Background: an optimization exercise with open tools, aiming at a short achievable clock period and few clock cycles. Do not read the settings as production practice.
Only simulation tests tie the RTL to the original design; equivalence was not proved.
No activity file was given, so power comes from the tool's default toggle rates.

`flow/design.v`:
```
package rv_core_pkg;
  typedef logic [32-1:0] word_t;
  typedef logic [5-1:0] reg_addr_t;
  localparam logic [6:0] OPC_OP     = 7'b0110011;
  localparam logic [6:0] OPC_OP_IMM = 7'b0010011;
  localparam logic [6:0] OPC_LUI    = 7'b0110111;
  localparam logic [6:0] OPC_LOAD   = 7'b0000011;
  localparam logic [6:0] OPC_STORE  = 7'b0100011;
  localparam logic [6:0] OPC_BRANCH = 7'b1100011;
  localparam logic [6:0] OPC_JAL    = 7'b1101111;
endpackage
module reg_file (
  input  logic                   clk,
  input  rv_core_pkg::reg_addr_t rs1_i,
  input  rv_core_pkg::reg_addr_t rs2_i,
  input  rv_core_pkg::reg_addr_t wr_addr_i,
  input  logic                   wr_en_i,
  input  rv_core_pkg::word_t     wr_data_i,
  output rv_core_pkg::word_t     rs1_data_o,
  output rv_core_pkg::word_t     rs2_data_o
);
  rv_core_pkg::word_t regs [1:32-1];
  always_ff @(posedge clk) begin
    if (wr_en_i && (wr_addr_i != '0)) begin
      regs[wr_addr_i] <= wr_data_i;
    end
  end
  assign rs1_data_o = (rs1_i == '0) ? '0 : regs[rs1_i];
  assign rs2_data_o = (rs2_i == '0) ? '0 : regs[rs2_i];
endmodule
module fetch_stage (
  input  logic               clk,
  input  logic               reset_i,
  input  rv_core_pkg::word_t boot_addr_i,
  input  rv_core_pkg::word_t imem_rdata_i,
  input  logic               stall_i,
  input  logic               redirect_i,
  input  rv_core_pkg::word_t redirect_pc_i,
  input  logic               redirect_d_i,
  input  rv_core_pkg::word_t redirect_d_pc_i,
  output rv_core_pkg::word_t imem_addr_o,
  output logic               fd_valid_o,
  output rv_core_pkg::word_t fd_instr_o,
  output rv_core_pkg::word_t fd_pc4_o,
  output rv_core_pkg::word_t fd_rec_pc_o,
  output logic               fd_pred_o
);
  rv_core_pkg::word_t pc_q;
  rv_core_pkg::word_t pc_d;
  rv_core_pkg::word_t ins;
  rv_core_pkg::word_t imm_b;
  rv_core_pkg::word_t imm_j;
  rv_core_pkg::word_t tgt_b;
  rv_core_pkg::word_t tgt_j;
  rv_core_pkg::word_t pc4;
  logic is_jal;
  logic pred_br;
  assign ins     = imem_rdata_i;
  assign is_jal  = (ins[6:0] == rv_core_pkg::OPC_JAL);
  assign pred_br = (ins[6:0] == rv_core_pkg::OPC_BRANCH) && (ins[14:13] == 2'b00) &&
                   (ins[31] || ins[12]);
  assign imm_b = {{19{ins[31]}}, ins[31], ins[7], ins[30:25], ins[11:8], 1'b0};
  assign imm_j = {{11{ins[31]}}, ins[31], ins[19:12], ins[20], ins[30:21], 1'b0};
  logic [13:0] lo_b;
  logic [21:0] lo_j;
  logic [18:0] hi_b_p, hi_b_m;
  logic [10:0] hi_j_p, hi_j_m;
  add_lo #(.W(13), .L(4)) add_b_inst (.a_i(pc_q[12:0]), .b_i(imm_b[12:0]), .y_o(lo_b));
  add_lo #(.W(21), .L(5)) add_j_inst (.a_i(pc_q[20:0]), .b_i(imm_j[20:0]), .y_o(lo_j));
  inc_dec #(.W(19)) hi_b_inst (.a_i(pc_q[31:13]), .p_o(hi_b_p), .m_o(hi_b_m));
  inc_dec #(.W(11)) hi_j_inst (.a_i(pc_q[31:21]), .p_o(hi_j_p), .m_o(hi_j_m));
  inc4 inc4_inst (.a_i(pc_q), .y_o(pc4));
  always_comb begin
    case ({lo_b[13], ins[31]})
      2'b10:   tgt_b = {hi_b_p, lo_b[12:0]};
      2'b01:   tgt_b = {hi_b_m, lo_b[12:0]};
      default: tgt_b = {pc_q[31:13], lo_b[12:0]};
    endcase
    case ({lo_j[21], ins[31]})
      2'b10:   tgt_j = {hi_j_p, lo_j[20:0]};
      2'b01:   tgt_j = {hi_j_m, lo_j[20:0]};
      default: tgt_j = {pc_q[31:21], lo_j[20:0]};
    endcase
  end
  always_comb begin
    if (redirect_i || redirect_d_i) begin
      pc_d = redirect_i ? redirect_pc_i : redirect_d_pc_i;
    end else if (stall_i) begin
      pc_d = pc_q;
    end else if (is_jal) begin
      pc_d = tgt_j;
    end else if (pred_br) begin
      pc_d = tgt_b;
    end else begin
      pc_d = pc4;
    end
  end
  always_ff @(posedge clk) begin
    if (reset_i) begin
      pc_q <= boot_addr_i;
    end else begin
      pc_q <= pc_d;
    end
  end
  assign imem_addr_o = pc_q;
  always_ff @(posedge clk) begin
    if (reset_i || redirect_i || redirect_d_i) begin
      fd_valid_o <= 1'b0;
    end else if (!stall_i) begin
      fd_valid_o <= 1'b1;
    end
  end
  always_ff @(posedge clk) begin
    if (!stall_i) begin
      fd_instr_o  <= ins;
      fd_pc4_o    <= pc4;
      fd_rec_pc_o <= pred_br ? pc4 : tgt_b;
      fd_pred_o   <= is_jal || pred_br;
    end
  end
endmodule
module add_lo #(parameter int W = 13, parameter int L = 4) (
  input  logic [W-1:0] a_i,
  input  logic [W-1:0] b_i,
  output logic [W:0]   y_o
);
  ks_adder #(.W(W), .L(L), .SUB(1'b0)) ks_inst (.a_i(a_i), .b_i(b_i), .s_o(y_o[W-1:0]), .c_o(y_o[W]));
endmodule
module inc_dec #(parameter int W = 19) (
  input  logic [W-1:0] a_i,
  output logic [W-1:0] p_o,
  output logic [W-1:0] m_o
);
  assign p_o = a_i + 1'b1;
  assign m_o = a_i - 1'b1;
endmodule
module inc4 (
  input  rv_core_pkg::word_t a_i,
  output rv_core_pkg::word_t y_o
);
  assign y_o = a_i + 32'd4;
endmodule
module decode_stage (
  input  logic                   clk,
  input  logic                   reset_i,
  input  logic                   fd_valid_i,
  input  rv_core_pkg::word_t     fd_instr_i,
  input  rv_core_pkg::word_t     fd_pc4_i,
  input  rv_core_pkg::word_t     fd_rec_pc_i,
  input  logic                   fd_pred_i,
  input  logic                   redirect_i,    
  input  rv_core_pkg::word_t     f_instr_i,
  input  logic                   m_wen_i,
  input  rv_core_pkg::reg_addr_t m_rd_i,
  input  rv_core_pkg::word_t     m_val_i,
  input  rv_core_pkg::word_t     e_res_i,
  output logic                   stall_o,
  input  logic                   e_zero_i,
  input  logic                   redirect_e_i,
  output logic                   redirect_d_o,
  output rv_core_pkg::word_t     redirect_d_pc_o,
  output rv_core_pkg::word_t     e_a_o,
  output rv_core_pkg::word_t     e_b_o,
  output rv_core_pkg::word_t     e_sd_o,
  output logic                   e_ld_sd_o,
  output logic                   e_op_add_o,
  output logic                   e_op_sub_o,
  output logic                   e_op_and_o,
  output logic                   e_op_or_o,
  output logic                   e_op_xor_o,
  output logic                   e_op_slt_o,
  output logic                   e_op_sll_o,
  output logic                   e_op_srl_o,
  output logic                   e_op_pass_o,
  output logic                   e_wen_o,
  output logic                   e_load_o,
  output logic                   e_store_o,
  output logic                   e_mp_eq_o,
  output logic                   e_mp_ne_o,
  output logic                   e_zk_o,
  output rv_core_pkg::word_t     e_rec_pc_o,
  output rv_core_pkg::reg_addr_t e_rd_o
);
  rv_core_pkg::word_t     ins;
  logic [6:0]             opc;
  logic [2:0]             f3;
  logic [6:0]             f7;
  rv_core_pkg::reg_addr_t rs1;
  rv_core_pkg::reg_addr_t rs2;
  rv_core_pkg::reg_addr_t rd;
  rv_core_pkg::word_t     imm_i;
  rv_core_pkg::word_t     imm_s;
  rv_core_pkg::word_t     imm_u;
  rv_core_pkg::word_t     pc4;
  rv_core_pkg::word_t     rf_rs1;
  rv_core_pkg::word_t     rf_rs2;
  rv_core_pkg::word_t     rs1_val;
  rv_core_pkg::word_t     rs2_val;
  rv_core_pkg::word_t     b_val;
  logic is_op, is_opi, is_lui, is_ld, is_st, is_br, is_jal;
  logic alu_rr, alu_ri;
  logic op_add, op_sub, op_and, op_or, op_xor, op_slt, op_sll, op_srl, op_pass;
  logic wen;
  logic fwd_rs1, fwd_rs2, ld_rs2;
  logic issue;
  assign ins = fd_instr_i;
  assign opc = ins[6:0];
  assign f3  = ins[14:12];
  assign f7  = ins[31:25];
  assign rs1 = ins[19:15];
  assign rs2 = ins[24:20];
  assign rd  = ins[11:7];
  assign imm_i = {{20{ins[31]}}, ins[31:20]};
  assign imm_s = {{20{ins[31]}}, ins[31:25], ins[11:7]};
  assign imm_u = {ins[31:12], 12'b0};
  assign pc4   = fd_pc4_i;
  assign is_op  = (opc == rv_core_pkg::OPC_OP);
  assign is_opi = (opc == rv_core_pkg::OPC_OP_IMM);
  assign is_lui = (opc == rv_core_pkg::OPC_LUI);
  assign is_ld  = (opc == rv_core_pkg::OPC_LOAD) && (f3 == 3'b010);
  assign is_st  = (opc == rv_core_pkg::OPC_STORE) && (f3 == 3'b010);
  assign is_br  = (opc == rv_core_pkg::OPC_BRANCH) && (f3[2:1] == 2'b00);
  assign is_jal = (opc == rv_core_pkg::OPC_JAL);
  assign alu_rr = is_op && (f3 != 3'b011);
  assign alu_ri = is_opi && (f3 != 3'b001) && (f3 != 3'b011) && (f3 != 3'b101);
  assign op_sub  = is_op && (f3 == 3'b000) && (f7 == 7'b0100000);
  assign op_add  = (is_op && (f3 == 3'b000) && (f7 != 7'b0100000)) ||
                   (is_opi && (f3 == 3'b000)) || is_ld || is_st;
  assign op_sll  = is_op && (f3 == 3'b001);
  assign op_slt  = (is_op || is_opi) && (f3 == 3'b010);
  assign op_xor  = (is_op || is_opi) && (f3 == 3'b100);
  assign op_srl  = is_op && (f3 == 3'b101);
  assign op_or   = (is_op || is_opi) && (f3 == 3'b110);
  assign op_and  = (is_op || is_opi) && (f3 == 3'b111);
  assign op_pass = is_lui || is_jal;
  assign wen     = (alu_rr || alu_ri || is_lui || is_ld || is_jal) && (rd != '0);
  reg_file reg_file_inst (
    .clk        (clk),
    .rs1_i      (rs1),
    .rs2_i      (rs2),
    .wr_addr_i  (m_rd_i),
    .wr_en_i    (m_wen_i),
    .wr_data_i  (m_val_i),
    .rs1_data_o (rf_rs1),
    .rs2_data_o (rf_rs2)
  );
  assign rs1_val = (m_wen_i && (m_rd_i == rs1)) ? m_val_i : rf_rs1;
  assign rs2_val = (m_wen_i && (m_rd_i == rs2)) ? m_val_i : rf_rs2;
  always_comb begin
    if (alu_ri || is_ld) begin
      b_val = imm_i;
    end else if (is_st) begin
      b_val = imm_s;
    end else if (is_lui) begin
      b_val = imm_u;
    end else if (is_jal) begin
      b_val = pc4;
    end else begin
      b_val = rs2_val;
    end
  end
  hazard_unit hazard_unit_inst (
    .clk         (clk),
    .reset_i     (reset_i),
    .redirect_i  (redirect_i),
    .f_instr_i   (f_instr_i),
    .d_valid_i   (fd_valid_i),
    .d_load_i    (is_ld),
    .d_rd_i      (rd),
    .d_rs1_i     (rs1),
    .d_rs2_i     (rs2),
    .e_wen_i     (e_wen_o),
    .e_load_i    (e_load_o),
    .e_rd_i      (e_rd_o),
    .stall_o     (stall_o),
    .fwd_rs1_o   (fwd_rs1),
    .fwd_rs2_o   (fwd_rs2),
    .ld_rs2_o    (ld_rs2)
  );
  assign issue = fd_valid_i && !stall_o && !redirect_e_i;
  logic early;
  logic taken_d;
  rv_core_pkg::word_t rec_pc;
  assign early   = fd_valid_i && is_br && e_wen_o && !e_load_o && e_zk_o &&
                   (((rs2 == '0) && (rs1 == e_rd_o)) || ((rs1 == '0) && (rs2 == e_rd_o)));
  assign taken_d = e_zero_i ^ f3[0];
  assign redirect_d_o    = early && (taken_d != fd_pred_i);
  assign rec_pc          = fd_rec_pc_i;
  logic pred;
  assign pred = early ? taken_d : fd_pred_i;
  assign redirect_d_pc_o = rec_pc;
  always_ff @(posedge clk) begin
    if (reset_i || !issue) begin
      e_op_add_o  <= 1'b0;
      e_op_sub_o  <= 1'b0;
      e_op_and_o  <= 1'b0;
      e_op_or_o   <= 1'b0;
      e_op_xor_o  <= 1'b0;
      e_op_slt_o  <= 1'b0;
      e_op_sll_o  <= 1'b0;
      e_op_srl_o  <= 1'b0;
      e_op_pass_o <= 1'b0;
      e_wen_o     <= 1'b0;
      e_load_o    <= 1'b0;
      e_store_o   <= 1'b0;
      e_mp_eq_o   <= 1'b0;
      e_mp_ne_o   <= 1'b0;
      e_zk_o      <= 1'b0;
    end else begin
      e_op_add_o  <= op_add;
      e_op_sub_o  <= op_sub;
      e_op_and_o  <= op_and;
      e_op_or_o   <= op_or;
      e_op_xor_o  <= op_xor;
      e_op_slt_o  <= op_slt;
      e_op_sll_o  <= op_sll;
      e_op_srl_o  <= op_srl;
      e_op_pass_o <= op_pass;
      e_wen_o     <= wen;
      e_load_o    <= is_ld;
      e_store_o   <= is_st;
      e_mp_eq_o   <= is_br && (f3[0] == pred);
      e_mp_ne_o   <= is_br && (f3[0] != pred);
      e_zk_o      <= op_add || op_sub || op_xor;
    end
  end
  always_ff @(posedge clk) begin
    e_a_o      <= fwd_rs1 ? e_res_i : rs1_val;
    e_b_o      <= (fwd_rs2 && (alu_rr || is_br)) ? e_res_i : b_val;
    e_sd_o     <= fwd_rs2 ? e_res_i : rs2_val;
    e_ld_sd_o  <= ld_rs2;
    e_rec_pc_o <= rec_pc;
    e_rd_o     <= rd;
  end
endmodule
module execute_stage (
  input  logic                   clk,
  input  logic                   reset_i,
  input  rv_core_pkg::word_t     e_a_i,
  input  rv_core_pkg::word_t     e_b_i,
  input  rv_core_pkg::word_t     e_sd_i,
  input  logic                   e_ld_sd_i,
  input  logic                   e_op_add_i,
  input  logic                   e_op_sub_i,
  input  logic                   e_op_and_i,
  input  logic                   e_op_or_i,
  input  logic                   e_op_xor_i,
  input  logic                   e_op_slt_i,
  input  logic                   e_op_sll_i,
  input  logic                   e_op_srl_i,
  input  logic                   e_op_pass_i,
  input  logic                   e_wen_i,
  input  logic                   e_load_i,
  input  logic                   e_store_i,
  input  logic                   e_mp_eq_i,
  input  logic                   e_mp_ne_i,
  input  rv_core_pkg::word_t     e_rec_pc_i,
  input  rv_core_pkg::reg_addr_t e_rd_i,
  input  rv_core_pkg::word_t     dmem_rdata_i,
  output logic                   e_zero_o,
  output logic                   redirect_o,
  output rv_core_pkg::word_t     redirect_pc_o,
  output rv_core_pkg::word_t     e_res_o,
  output rv_core_pkg::word_t     m_res_o,
  output rv_core_pkg::word_t     m_sd_o,
  output logic                   m_wen_o,
  output logic                   m_load_o,
  output logic                   m_store_o,
  output rv_core_pkg::reg_addr_t m_rd_o
);
  rv_core_pkg::word_t a;
  rv_core_pkg::word_t b;
  rv_core_pkg::word_t sd;
  rv_core_pkg::word_t sum;
  rv_core_pkg::word_t diff;
  rv_core_pkg::word_t res;
  logic               lt;
  logic               eq;
  logic               sum_zero;
  assign a  = e_a_i;
  assign b  = e_b_i;
  assign sd = e_sd_i;
  rv_core_pkg::word_t shl;
  rv_core_pkg::word_t shr;
  alu_add alu_add_inst (.a_i(a), .b_i(b), .y_o(sum));
  alu_sub alu_sub_inst (.a_i(a), .b_i(b), .y_o(diff));
  alu_slt alu_slt_inst (.a_i(a), .b_i(b), .y_o(lt));
  alu_shl alu_shl_inst (.a_i(a), .sh_i(b[4:0]), .y_o(shl));
  alu_shr alu_shr_inst (.a_i(a), .sh_i(b[4:0]), .y_o(shr));
  alu_eq  alu_eq_inst  (.a_i(a), .b_i(b), .y_o(eq));
  add_zero add_zero_inst (.a_i(a), .b_i(b), .y_o(sum_zero));
  assign e_zero_o = (e_op_add_i && sum_zero) || ((e_op_sub_i || e_op_xor_i) && eq);
  assign res = ({32{e_op_add_i}} & sum) |
               ({32{e_op_sub_i}} & diff) |
               ({32{e_op_and_i}} & (a & b)) |
               ({32{e_op_or_i}} & (a | b)) |
               ({32{e_op_xor_i}} & (a ^ b)) |
               ({32{e_op_slt_i}} & {31'b0, lt}) |
               ({32{e_op_sll_i}} & shl) |
               ({32{e_op_srl_i}} & shr) |
               ({32{e_op_pass_i}} & b);
  assign e_res_o       = res;
  assign redirect_o    = eq ? e_mp_eq_i : e_mp_ne_i;
  assign redirect_pc_o = e_rec_pc_i;
  always_ff @(posedge clk) begin
    if (reset_i) begin
      m_wen_o   <= 1'b0;
      m_load_o  <= 1'b0;
      m_store_o <= 1'b0;
    end else begin
      m_wen_o   <= e_wen_i;
      m_load_o  <= e_load_i;
      m_store_o <= e_store_i;
    end
  end
  always_ff @(posedge clk) begin
    m_res_o <= res;
    m_sd_o  <= e_ld_sd_i ? dmem_rdata_i : sd;
    m_rd_o  <= e_rd_i;
  end
endmodule
module alu_add (
  input  rv_core_pkg::word_t a_i,
  input  rv_core_pkg::word_t b_i,
  output rv_core_pkg::word_t y_o
);
  logic c;
  ks_adder #(.W(32), .L(5), .SUB(1'b0)) ks_inst (.a_i(a_i), .b_i(b_i), .s_o(y_o), .c_o(c));
endmodule
module alu_sub (
  input  rv_core_pkg::word_t a_i,
  input  rv_core_pkg::word_t b_i,
  output rv_core_pkg::word_t y_o
);
  logic c;
  ks_adder #(.W(32), .L(5), .SUB(1'b1)) ks_inst (.a_i(a_i), .b_i(b_i), .s_o(y_o), .c_o(c));
endmodule
module alu_slt (
  input  rv_core_pkg::word_t a_i,
  input  rv_core_pkg::word_t b_i,
  output logic               y_o
);
  assign y_o = $signed(a_i) < $signed(b_i);
endmodule
module alu_shl (
  input  rv_core_pkg::word_t a_i,
  input  logic [4:0]         sh_i,
  output rv_core_pkg::word_t y_o
);
  assign y_o = a_i << sh_i;
endmodule
module alu_shr (
  input  rv_core_pkg::word_t a_i,
  input  logic [4:0]         sh_i,
  output rv_core_pkg::word_t y_o
);
  assign y_o = a_i >> sh_i;
endmodule
module alu_eq (
  input  rv_core_pkg::word_t a_i,
  input  rv_core_pkg::word_t b_i,
  output logic               y_o
);
  assign y_o = (a_i == b_i);
endmodule
module add_zero (
  input  rv_core_pkg::word_t a_i,
  input  rv_core_pkg::word_t b_i,
  output logic               y_o
);
  rv_core_pkg::word_t x;
  rv_core_pkg::word_t o;
  assign x   = a_i ^ b_i;
  assign o   = a_i | b_i;
  assign y_o = !x[0] && (x[32-1:1] == o[32-2:0]);
endmodule
module ks_adder #(parameter int W = 32, parameter int L = 5, parameter logic SUB = 1'b0) (
  input  logic [W-1:0] a_i,
  input  logic [W-1:0] b_i,
  output logic [W-1:0] s_o,
  output logic         c_o
);
  logic [W-1:0] g [L+1];
  logic [W-1:0] p [L+1];
  logic [W-1:0] p0;
  logic [W-1:0] g0;
  genvar l, i;
  generate
    for (i = 0; i < W; i = i + 1) begin : g_bit
      ks_gen  #(.INV(SUB)) gen_inst  (.a_i(a_i[i]), .b_i(b_i[i]), .g_o(g0[i]));
      ks_prop #(.INV(SUB)) prop_inst (.a_i(a_i[i]), .b_i(b_i[i]), .p_o(p0[i]));
    end
    if (SUB) begin : g_cin
      ks_gdot gdot_inst (.gh_i(g0[0]), .ph_i(p0[0]), .gl_i(1'b1), .g_o(g[0][0]));
    end else begin : g_nocin
      assign g[0][0] = g0[0];
    end
    assign g[0][W-1:1] = g0[W-1:1];
    assign p[0] = p0;
    for (l = 0; l < L; l = l + 1) begin : g_lvl
      for (i = 0; i < W; i = i + 1) begin : g_node
        if (i >= (1 << l)) begin : g_comb
          if (i < (2 << l)) begin : g_gonly
            ks_gdot gdot_inst (.gh_i(g[l][i]), .ph_i(p[l][i]), .gl_i(g[l][i-(1<<l)]),
                               .g_o(g[l+1][i]));
            assign p[l+1][i] = 1'b0;
          end else begin : g_pg
            ks_dot dot_inst (.gh_i(g[l][i]), .ph_i(p[l][i]), .gl_i(g[l][i-(1<<l)]),
                             .pl_i(p[l][i-(1<<l)]), .g_o(g[l+1][i]), .p_o(p[l+1][i]));
          end
        end else begin : g_pass
          assign g[l+1][i] = g[l][i];
          assign p[l+1][i] = p[l][i];
        end
      end
    end
    ks_sum sum0_inst (.p_i(p0[0]), .c_i(SUB), .s_o(s_o[0]));
    for (i = 1; i < W; i = i + 1) begin : g_sum
      ks_sum sum_inst (.p_i(p0[i]), .c_i(g[L][i-1]), .s_o(s_o[i]));
    end
  endgenerate
  assign c_o = g[L][W-1];
endmodule
module ks_gen #(parameter logic INV = 1'b0) (
  input  logic a_i,
  input  logic b_i,
  output logic g_o
);
  assign g_o = a_i & (b_i ^ INV);
endmodule
module ks_prop #(parameter logic INV = 1'b0) (
  input  logic a_i,
  input  logic b_i,
  output logic p_o
);
  assign p_o = a_i ^ b_i ^ INV;
endmodule
module ks_dot (
  input  logic gh_i,
  input  logic ph_i,
  input  logic gl_i,
  input  logic pl_i,
  output logic g_o,
  output logic p_o
);
  assign g_o = gh_i | (ph_i & gl_i);
  assign p_o = ph_i & pl_i;
endmodule
module ks_gdot (
  input  logic gh_i,
  input  logic ph_i,
  input  logic gl_i,
  output logic g_o
);
  assign g_o = gh_i | (ph_i & gl_i);
endmodule
module ks_sum (
  input  logic p_i,
  input  logic c_i,
  output logic s_o
);
  assign s_o = p_i ^ c_i;
endmodule
module mem_wb_stage (
  input  logic               m_load_i,
  input  logic               m_store_i,
  input  rv_core_pkg::word_t m_res_i,
  input  rv_core_pkg::word_t m_sd_i,
  input  rv_core_pkg::word_t dmem_rdata_i,
  output rv_core_pkg::word_t dmem_addr_o,
  output rv_core_pkg::word_t dmem_wdata_o,
  output logic               dmem_rd_o,
  output logic               dmem_wr_o,
  output rv_core_pkg::word_t m_val_o
);
  assign dmem_addr_o  = m_res_i;
  assign dmem_wdata_o = m_sd_i;
  assign dmem_rd_o    = m_load_i;
  assign dmem_wr_o    = m_store_i;
  assign m_val_o      = m_load_i ? dmem_rdata_i : m_res_i;
endmodule
module hazard_unit (
  input  logic                   clk,
  input  logic                   reset_i,
  input  logic                   redirect_i,
  input  rv_core_pkg::word_t     f_instr_i,
  input  logic                   d_valid_i,
  input  logic                   d_load_i,
  input  rv_core_pkg::reg_addr_t d_rd_i,
  input  rv_core_pkg::reg_addr_t d_rs1_i,
  input  rv_core_pkg::reg_addr_t d_rs2_i,
  input  logic                   e_wen_i,
  input  logic                   e_load_i,
  input  rv_core_pkg::reg_addr_t e_rd_i,
  output logic                   stall_o,
  output logic                   fwd_rs1_o,
  output logic                   fwd_rs2_o,
  output logic                   ld_rs2_o
);
  logic [6:0]             f_opc;
  logic [2:0]             f_f3;
  rv_core_pkg::reg_addr_t f_rs1;
  rv_core_pkg::reg_addr_t f_rs2;
  logic                   f_use_rs1;
  logic                   f_use_rs2;
  logic                   f_alu_rr;
  logic                   f_alu_ri;
  logic                   f_ld;
  logic                   f_st;
  logic                   f_br;
  logic                   stall_d;
  logic                   stall_q;
  logic                   hit1;
  logic                   hit2;
  assign f_opc = f_instr_i[6:0];
  assign f_f3  = f_instr_i[14:12];
  assign f_rs1 = f_instr_i[19:15];
  assign f_rs2 = f_instr_i[24:20];
  assign f_alu_rr  = (f_opc == rv_core_pkg::OPC_OP) && (f_f3 != 3'b011);
  assign f_alu_ri  = (f_opc == rv_core_pkg::OPC_OP_IMM) && (f_f3 != 3'b001) &&
                     (f_f3 != 3'b011) && (f_f3 != 3'b101);
  assign f_ld      = (f_opc == rv_core_pkg::OPC_LOAD) && (f_f3 == 3'b010);
  assign f_st      = (f_opc == rv_core_pkg::OPC_STORE) && (f_f3 == 3'b010);
  assign f_br      = (f_opc == rv_core_pkg::OPC_BRANCH) && (f_f3[2:1] == 2'b00);
  assign f_use_rs1 = f_alu_rr || f_alu_ri || f_ld || f_st || f_br;
  assign f_use_rs2 = f_alu_rr || f_br;
  assign stall_d = !stall_q && !redirect_i && d_valid_i && d_load_i && (d_rd_i != '0) &&
                   ((f_use_rs1 && (f_rs1 == d_rd_i)) || (f_use_rs2 && (f_rs2 == d_rd_i)));
  always_ff @(posedge clk) begin
    if (reset_i) begin
      stall_q <= 1'b0;
    end else begin
      stall_q <= stall_d;
    end
  end
  assign stall_o = stall_q;
  assign hit1 = e_wen_i && (e_rd_i == d_rs1_i);
  assign hit2 = e_wen_i && (e_rd_i == d_rs2_i);
  assign fwd_rs1_o = hit1 && !e_load_i;
  assign fwd_rs2_o = hit2 && !e_load_i;
  assign ld_rs2_o  = hit2 && e_load_i;
endmodule
module rv_core_top (
  input  logic  clk,
  input  logic  reset_i,
  input  rv_core_pkg::word_t boot_addr_i,
  output rv_core_pkg::word_t imem_addr_o,
  input  rv_core_pkg::word_t imem_rdata_i,
  output rv_core_pkg::word_t dmem_addr_o,
  output rv_core_pkg::word_t dmem_wdata_o,
  output logic  dmem_rd_o,
  output logic  dmem_wr_o,
  input  rv_core_pkg::word_t dmem_rdata_i
);
  logic                   stall;
  logic                   redirect;
  rv_core_pkg::word_t     redirect_pc;
  logic                   redirect_d;
  rv_core_pkg::word_t     redirect_d_pc;
  logic                   e_zero;
  logic                   e_zk;
  logic                   fd_valid;
  rv_core_pkg::word_t     fd_instr;
  rv_core_pkg::word_t     fd_pc4;
  rv_core_pkg::word_t     fd_rec_pc;
  logic                   fd_pred;
  rv_core_pkg::word_t     e_a, e_b, e_sd, e_rec_pc;
  logic                   e_ld_sd;
  rv_core_pkg::word_t     e_res;
  logic                   e_op_add, e_op_sub, e_op_and, e_op_or, e_op_xor;
  logic                   e_op_slt, e_op_sll, e_op_srl, e_op_pass;
  logic                   e_wen, e_load, e_store, e_mp_eq, e_mp_ne;
  rv_core_pkg::reg_addr_t e_rd;
  rv_core_pkg::word_t     m_res, m_sd, m_val;
  logic                   m_wen, m_load, m_store;
  rv_core_pkg::reg_addr_t m_rd;
  fetch_stage fetch_stage_inst (
    .clk           (clk),
    .reset_i       (reset_i),
    .boot_addr_i   (boot_addr_i),
    .imem_rdata_i  (imem_rdata_i),
    .stall_i       (stall),
    .redirect_i    (redirect),
    .redirect_pc_i (redirect_pc),
    .redirect_d_i  (redirect_d),
    .redirect_d_pc_i (redirect_d_pc),
    .imem_addr_o   (imem_addr_o),
    .fd_valid_o    (fd_valid),
    .fd_instr_o    (fd_instr),
    .fd_pc4_o      (fd_pc4),
    .fd_rec_pc_o   (fd_rec_pc),
    .fd_pred_o     (fd_pred)
  );
  decode_stage decode_stage_inst (
    .clk         (clk),
    .reset_i     (reset_i),
    .fd_valid_i  (fd_valid),
    .fd_instr_i  (fd_instr),
    .fd_pc4_i    (fd_pc4),
    .fd_rec_pc_i (fd_rec_pc),
    .fd_pred_i   (fd_pred),
    .redirect_i  (redirect || redirect_d),
    .f_instr_i   (imem_rdata_i),
    .e_zero_i    (e_zero),
    .redirect_e_i (redirect),
    .redirect_d_o (redirect_d),
    .redirect_d_pc_o (redirect_d_pc),
    .e_zk_o      (e_zk),
    .m_wen_i     (m_wen),
    .m_rd_i      (m_rd),
    .m_val_i     (m_val),
    .e_res_i     (e_res),
    .stall_o     (stall),
    .e_a_o       (e_a),
    .e_b_o       (e_b),
    .e_sd_o      (e_sd),
    .e_ld_sd_o   (e_ld_sd),
    .e_op_add_o  (e_op_add),
    .e_op_sub_o  (e_op_sub),
    .e_op_and_o  (e_op_and),
    .e_op_or_o   (e_op_or),
    .e_op_xor_o  (e_op_xor),
    .e_op_slt_o  (e_op_slt),
    .e_op_sll_o  (e_op_sll),
    .e_op_srl_o  (e_op_srl),
    .e_op_pass_o (e_op_pass),
    .e_wen_o     (e_wen),
    .e_load_o    (e_load),
    .e_store_o   (e_store),
    .e_mp_eq_o   (e_mp_eq),
    .e_mp_ne_o   (e_mp_ne),
    .e_rec_pc_o  (e_rec_pc),
    .e_rd_o      (e_rd)
  );
  execute_stage execute_stage_inst (
    .clk           (clk),
    .reset_i       (reset_i),
    .e_a_i         (e_a),
    .e_b_i         (e_b),
    .e_sd_i        (e_sd),
    .e_ld_sd_i     (e_ld_sd),
    .e_op_add_i    (e_op_add),
    .e_op_sub_i    (e_op_sub),
    .e_op_and_i    (e_op_and),
    .e_op_or_i     (e_op_or),
    .e_op_xor_i    (e_op_xor),
    .e_op_slt_i    (e_op_slt),
    .e_op_sll_i    (e_op_sll),
    .e_op_srl_i    (e_op_srl),
    .e_op_pass_i   (e_op_pass),
    .e_wen_i       (e_wen),
    .e_load_i      (e_load),
    .e_store_i     (e_store),
    .e_mp_eq_i     (e_mp_eq),
    .e_mp_ne_i     (e_mp_ne),
    .e_rec_pc_i    (e_rec_pc),
    .e_rd_i        (e_rd),
    .dmem_rdata_i  (dmem_rdata_i),
    .e_zero_o      (e_zero),
    .redirect_o    (redirect),
    .redirect_pc_o (redirect_pc),
    .e_res_o       (e_res),
    .m_res_o       (m_res),
    .m_sd_o        (m_sd),
    .m_wen_o       (m_wen),
    .m_load_o      (m_load),
    .m_store_o     (m_store),
    .m_rd_o        (m_rd)
  );
  mem_wb_stage mem_wb_stage_inst (
    .m_load_i     (m_load),
    .m_store_i    (m_store),
    .m_res_i      (m_res),
    .m_sd_i       (m_sd),
    .dmem_rdata_i (dmem_rdata_i),
    .dmem_addr_o  (dmem_addr_o),
    .dmem_wdata_o (dmem_wdata_o),
    .dmem_rd_o    (dmem_rd_o),
    .dmem_wr_o    (dmem_wr_o),
    .m_val_o      (m_val)
  );
endmodule
```
`flow/run.sh`:
```
#!/bin/bash
# synth_recipe.tcl (not shown) runs the flow's synth.tcl, then flattens the netlist and writes it again
# the make line also repeats each setting of config.mk as NAME=value (left out here)
make -C /OpenROAD-flow-scripts/flow DESIGN_CONFIG=/design/flow/config.mk WORK_HOME=/design/flow/orfs CLKGATE_MAP_FILE= SYNTH_SCRIPT=/design/flow/synth_recipe.tcl finish
```
`flow/config.mk`:
```
export PLATFORM = sky130hd
export DESIGN_NAME = rv_core_top
export DESIGN_NICKNAME = rv_core_top
export VERILOG_FILES = /design/flow/design.v
export SDC_FILE = /design/flow/constraint.sdc
export NUM_CORES = 4
export LEC_CHECK = 0
export CAP_MARGIN = 20
export CORE_MARGIN = 2
export CORE_UTILIZATION = 40
export PLACE_DENSITY = 0.6
export SETUP_SLACK_MARGIN = 4.0
export SLEW_MARGIN = 20
export SYNTH_HIERARCHICAL = 1
export SYNTH_MINIMUM_KEEP_SIZE = 0
```
`flow/constraint.sdc`:
```
create_clock -name core_clock -period 7.0 [get_ports {clk}]
set_input_delay 1.4000 -clock core_clock [delete_from_list [all_inputs] [get_ports {clk}]]
set_output_delay 1.4000 -clock core_clock [all_outputs]
set_load 0.01 [all_outputs]
```
==> notes.md <==
power by group through the flow:
stage | sequential [W] | combinational, W | clock, W
2_1_floorplan | 0.00920 | 0.00232 | 0
3_3_place_gp | 0.00941 | 0.00324 | 0
3_5_place_dp | 0.00942 | 0.00323 | 0
4_1_cts | 0.00900 | 0.00399 | 0.00796
5_1_grt | 0.00902 | 0.00474 | 0.00827
6_report | 0.00901 | 0.00457 | 0.00790
per-layer routing:
layer	track usage	vias to the layer above
met4	0.196	20
met3	0.0682	1025
met2	0.464	4117
li1	-	25500
met5	0	-
met1	0.399	31600
repair_timing:
action / CTS / global route
setup endpoints to repair: 403 / 284
buffers inserted: 319 / 183
cloned: 33 / 30
resized for setup: 651 / 482
pin swaps: 91 / 146
worst max-delay path: cells and delay by family (launching register included):
family                   cells  cell delay, ns
AND/OR/NAND/NOR              7            1.51
AO/OA/AOI/OAI                3            0.46
flip-flops                   1            0.38
buffers and inverters        3            0.33
adder cells (fa/ha/maj)      1            0.24
XOR/XNOR                     2            0.21
how the worst min path moves through the flow:
| stage | startpoint | end | slack, ns |
|---|---|---|---|
| 6_report | fetch_stage_inst.fd_rec_pc_o[13] | decode_stage_inst.e_rec_pc_o[13] | 0.37 |
| 3_5_place_dp | fetch_stage_inst.fd_rec_pc_o[21] | decode_stage_inst.e_rec_pc_o[21] | 0.35 |
| 4_1_cts | fetch_stage_inst.fd_rec_pc_o[21] | decode_stage_inst.e_rec_pc_o[21] | 0.36 |
| 5_1_grt | fetch_stage_inst.fd_rec_pc_o[13] | decode_stage_inst.e_rec_pc_o[13] | 0.38 |
| 3_3_place_gp | fetch_stage_inst.fd_rec_pc_o[13] | decode_stage_inst.e_rec_pc_o[13] | 0.35 |
| 2_1_floorplan | fetch_stage_inst.fd_rec_pc_o[0] | decode_stage_inst.e_rec_pc_o[0] | 0.35 |
state kept, by name (all words and copies together), names as in the netlist, 5 cells and up:
register / flops
fetch_stage_inst.fd_instr_o: 32
decode_stage_inst.reg_file_inst.regs: 992
decode_stage_inst.e_b_o: 32
execute_stage_inst.m_sd_o: 32
fetch_stage_inst.pc_q: 32
fetch_stage_inst.fd_pc4_o: 32
decode_stage_inst.e_rec_pc_o: 32
decode_stage_inst.e_a_o: 32
decode_stage_inst.e_sd_o: 32
execute_stage_inst.m_res_o: 32
decode_stage_inst.e_rd_o: 5
execute_stage_inst.m_rd_o: 5
fetch_stage_inst.fd_rec_pc_o: 32
area by class of cell:
| class | instances | share of cell area |
|---|---|---|
| Tap cell | 2656 | 0.0337 |
| Clock buffer | 180 | 0.0395 |
| Timing Repair Buffer | 901 | 0.101 |
| Antenna cell | 18 | 0.000457 |
| Clock inverter | 88 | 0.00982 |
| Multi-Input combinational cell | 4321 | 0.417 |
| Inverter | 229 | 0.00893 |
| Sequential cell | 1344 | 0.390 |
cells in the final DEF (no fill, tap or decap), types with 57 or more instances in the layout:
| cell | n |
|---|---|
| sky130_fd_sc_hd__clkdlybuf4s50_1 | 69 |
| sky130_fd_sc_hd__buf_4 | 451 |
| sky130_fd_sc_hd__nor2_1 | 216 |
| sky130_fd_sc_hd__buf_6 | 90 |
| sky130_fd_sc_hd__dfxtp_4 | 64 |
| sky130_fd_sc_hd__buf_12 | 74 |
| sky130_fd_sc_hd__nand4_1 | 77 |
| sky130_fd_sc_hd__mux4_2 | 375 |
| sky130_fd_sc_hd__dfxtp_1 | 151 |
| sky130_fd_sc_hd__ha_1 | 107 |
| sky130_fd_sc_hd__mux2_4 | 96 |
| sky130_fd_sc_hd__a21o_1 | 367 |
| sky130_fd_sc_hd__a22oi_1 | 225 |
| sky130_fd_sc_hd__edfxtp_1 | 1121 |
| sky130_fd_sc_hd__xor2_1 | 203 |
| sky130_fd_sc_hd__dlygate4sd2_1 | 84 |
| sky130_fd_sc_hd__xnor2_1 | 86 |
| sky130_fd_sc_hd__nor2b_1 | 57 |
| sky130_fd_sc_hd__mux2i_1 | 372 |
| sky130_fd_sc_hd__mux2_2 | 82 |
| sky130_fd_sc_hd__o21ai_1 | 68 |
| sky130_fd_sc_hd__and2_1 | 353 |
| sky130_fd_sc_hd__inv_1 | 209 |
| sky130_fd_sc_hd__nand3_1 | 103 |
| sky130_fd_sc_hd__o21ai_0 | 91 |
| sky130_fd_sc_hd__clkbuf_16 | 174 |
| sky130_fd_sc_hd__nand2_1 | 298 |
| sky130_fd_sc_hd__a21oi_1 | 164 |
through the flow:
stage               hold WS [ns]  total power (W)  setup WS (ns)  std cells  utilization
floorplan                  0.349           0.0115           3.41       6413            -
global placement           0.353           0.0127           1.85       8885        0.422
detailed placement         0.354           0.0126           1.88       8886        0.422
CTS                        0.364           0.0210           3.69       9506        0.473
global route               0.381           0.0220           3.55       9732        0.494
finish                     0.371           0.0215           3.61       9737        0.494
==> notes.md <==
Run status
The flow ran to the end and the layout has no timing, DRC or antenna violations.

Detailed routing
The final route contains 62.3k vias. The detail route stage leaves a number of antenna-violating nets equal to 0. The DRC marker count from the first detailed-route iteration is 8,282. The first detailed-routing pass ran for 9 iterations.

In the routed design, unresolved DRC markers number 0. The via density per instance is 6.40. The top metal layer carrying routed signals is met5. The total wire length is 331,000 um. Summed over all nets, wire length on met3 after detailed routing comes to 35,700 um. The wire length on met1 is 124,000 um.

Dividing the detail-routed wire length by the instance count gives 34.0 um. The met2 routed wirelength is 145,000 um.

CTS
After clock tree synthesis, the clock-pin slew on the worst setup and hold paths is 0.06 ns. The total clock sinks is 1,344. At the later pin of the worst-skew pair, clock insertion delay measures 0.84 ns. The clock tree from TritonCTS is yes. The number of buffers on the longest clock path is 3. The number of buffers added by the clock tree synthesis step is 146. The root buffer cell is sky130_fd_sc_hd__clkbuf_16. The H-tree was split into 4 levels. The number of hold buffers added after CTS was 0.

Yosys
The gate count of the mapped netlist is 6,409. The total standard cell area after synthesis is 80,000 sq um. The count of synthesis-stage warnings from yosys is 31. Dividing the synthesized area by the synthesized cell count gives 12.5 sq um.

Critical path
The critical path goes through inv_2 -> ha_4 -> xnor2_2 -> nor4_2 -> nand4_1 -> nor4_4 -> nand2_1 -> nand2_2 -> xor2_1 -> and2_4 -> buf_12 -> nor2b_4 -> buf_12 -> a221o_1 -> o21ai_1 -> o31ai_1. The reg-to-reg endpoint is fetch_stage_inst.pc_q[20]. The kind of capture point of the worst setup path is a flop. Data on the critical path is required at its endpoint by 7.56 ns. The slack of the worst reg-to-reg path is 3.61 ns. Along the worst path, the maximum fanout reaches 7. The worst flop-to-flop path startpoint is decode_stage_inst.e_b_o[10]. For this run, the slowest stage of the critical path takes 0.38 ns.

The critical path ends at fetch_stage_inst.pc_q[20]. Data arrives at the worst endpoint at 3.95 ns. The type of the worst setup path is reg2reg. The worst setup path is launched from a flop. The number of cells on the worst reg-to-reg path is 16.

The most repeated library cell on the critical path is sky130_fd_sc_hd__buf_12. The worst setup path startpoint is decode_stage_inst.e_b_o[10]. The slowest cell on the critical path is sky130_fd_sc_hd__dfxtp_4.

STA
The tightest slew margin relative to the limit is 0.207. After layout, the minimum clock period comes to 3.39 ns. At the pin with the least slew margin, the transition time is 1.19 ns. The largest clock skew in the final design is 0.0441 ns. The count of endpoints failing setup in the final report is 0. Setup repair after global routing could not meet its margin everywhere. The setup TNS is 0 ns. The number of endpoints with negative hold slack in the final report was 0. The number of slew-limit violations in the final report is 0. Dividing the final minimum period by the clock period gives 0.484. For this run, the top clock speed supported by timing is 295 MHz.

Die
The floorplan step defined a core boundary enclosing 199,000 sq um. The die area is 204,000 sq um. The die is 451 um tall. In this run the core area contains 164 standard-cell rows. Pin placement for this block handled 196 I/O pins. The die is 451 um wide. The starting utilization of the core area is 0.401.

Pwr
The cell leakage power is 35.9 nW. Of the total power, the clock network draws 0.368. The share of total power dissipated in sequential elements is 0.419. The combinational group share of total power is 0.213. The internal portion of the total power is 0.0152 W. The maximum VDD drop is 265 uV.

Of the total power, the share spent switching nets is 0.292. Summed over all nets, the switching power comes to 0.00627 W. For this design the ratio of total power to cell area is 218 nW/um^2.

Global routing
Entering global routing, the biggest net connects 68 pins. The global-route wire length before repair is 448,000 um. For this run the aggregate overflow at the end of global routing stands at 0.

The total global-route track usage is 0.307. The number of antenna violations at the first check in global routing is 20. The via count of the first global-routing pass is 59.4k.

Placed design
The count of buffers added on input and output ports is 195. Routability-driven placement finished with a final weighted congestion of 0.972. After detailed placement, the total cell area comes to 84,000 sq um. After legalization and detailed placement, the total HPWL measured 202,000 um.

Finish
In the final layout, flip-flops and latches occupy 38,400 sq um. The final instance area is 98,500 sq um. The fill cell instance count of the final layout is 17.1k. In the final layout, the multi-input gates occupy 41,100 sq um. The relative area change from synthesis to final layout is 23.2%. The final layout contains 7,174 nets. In the final layout, the share of cells above drive strength 1 is 0.296.

Job
The number of max-cap violations is 0.

Min path
The tightest min-delay check is of the reg2reg type. Counting instances, the worst hold path has a depth of 0.
Testbench counts, summed over its fixed seeds: cycles 45,898.

[static timing again, ports no longer ideal]
In the flow no input, the clock included, has a driving cell. The finished layout below was timed again as built, in two steps.
Step 1, drivers: a clkbuf_16 drives clk and a buf_2 each remaining input, both assumed.
Step 2 moves the port delays by t, midway between the first and last clock arrival at a register: inputs arrive t later, outputs are due t later. That takes back most of the time a late clock gives input paths.
Slacks: ideal ports / drivers / drivers and shift; pairs: ideal ports / drivers.
t, ns: 0.897
slack for setup (ns): 3.612 / 3.612 / 2.824
worst setup path at the end: input to register
slew at the worst register clock pin (ns): 0.07 / 0.07
After both steps setup and hold are still met in this run. The setup slack of this run moves by 0.000 ns with the drivers and by -0.788 ns with both steps.
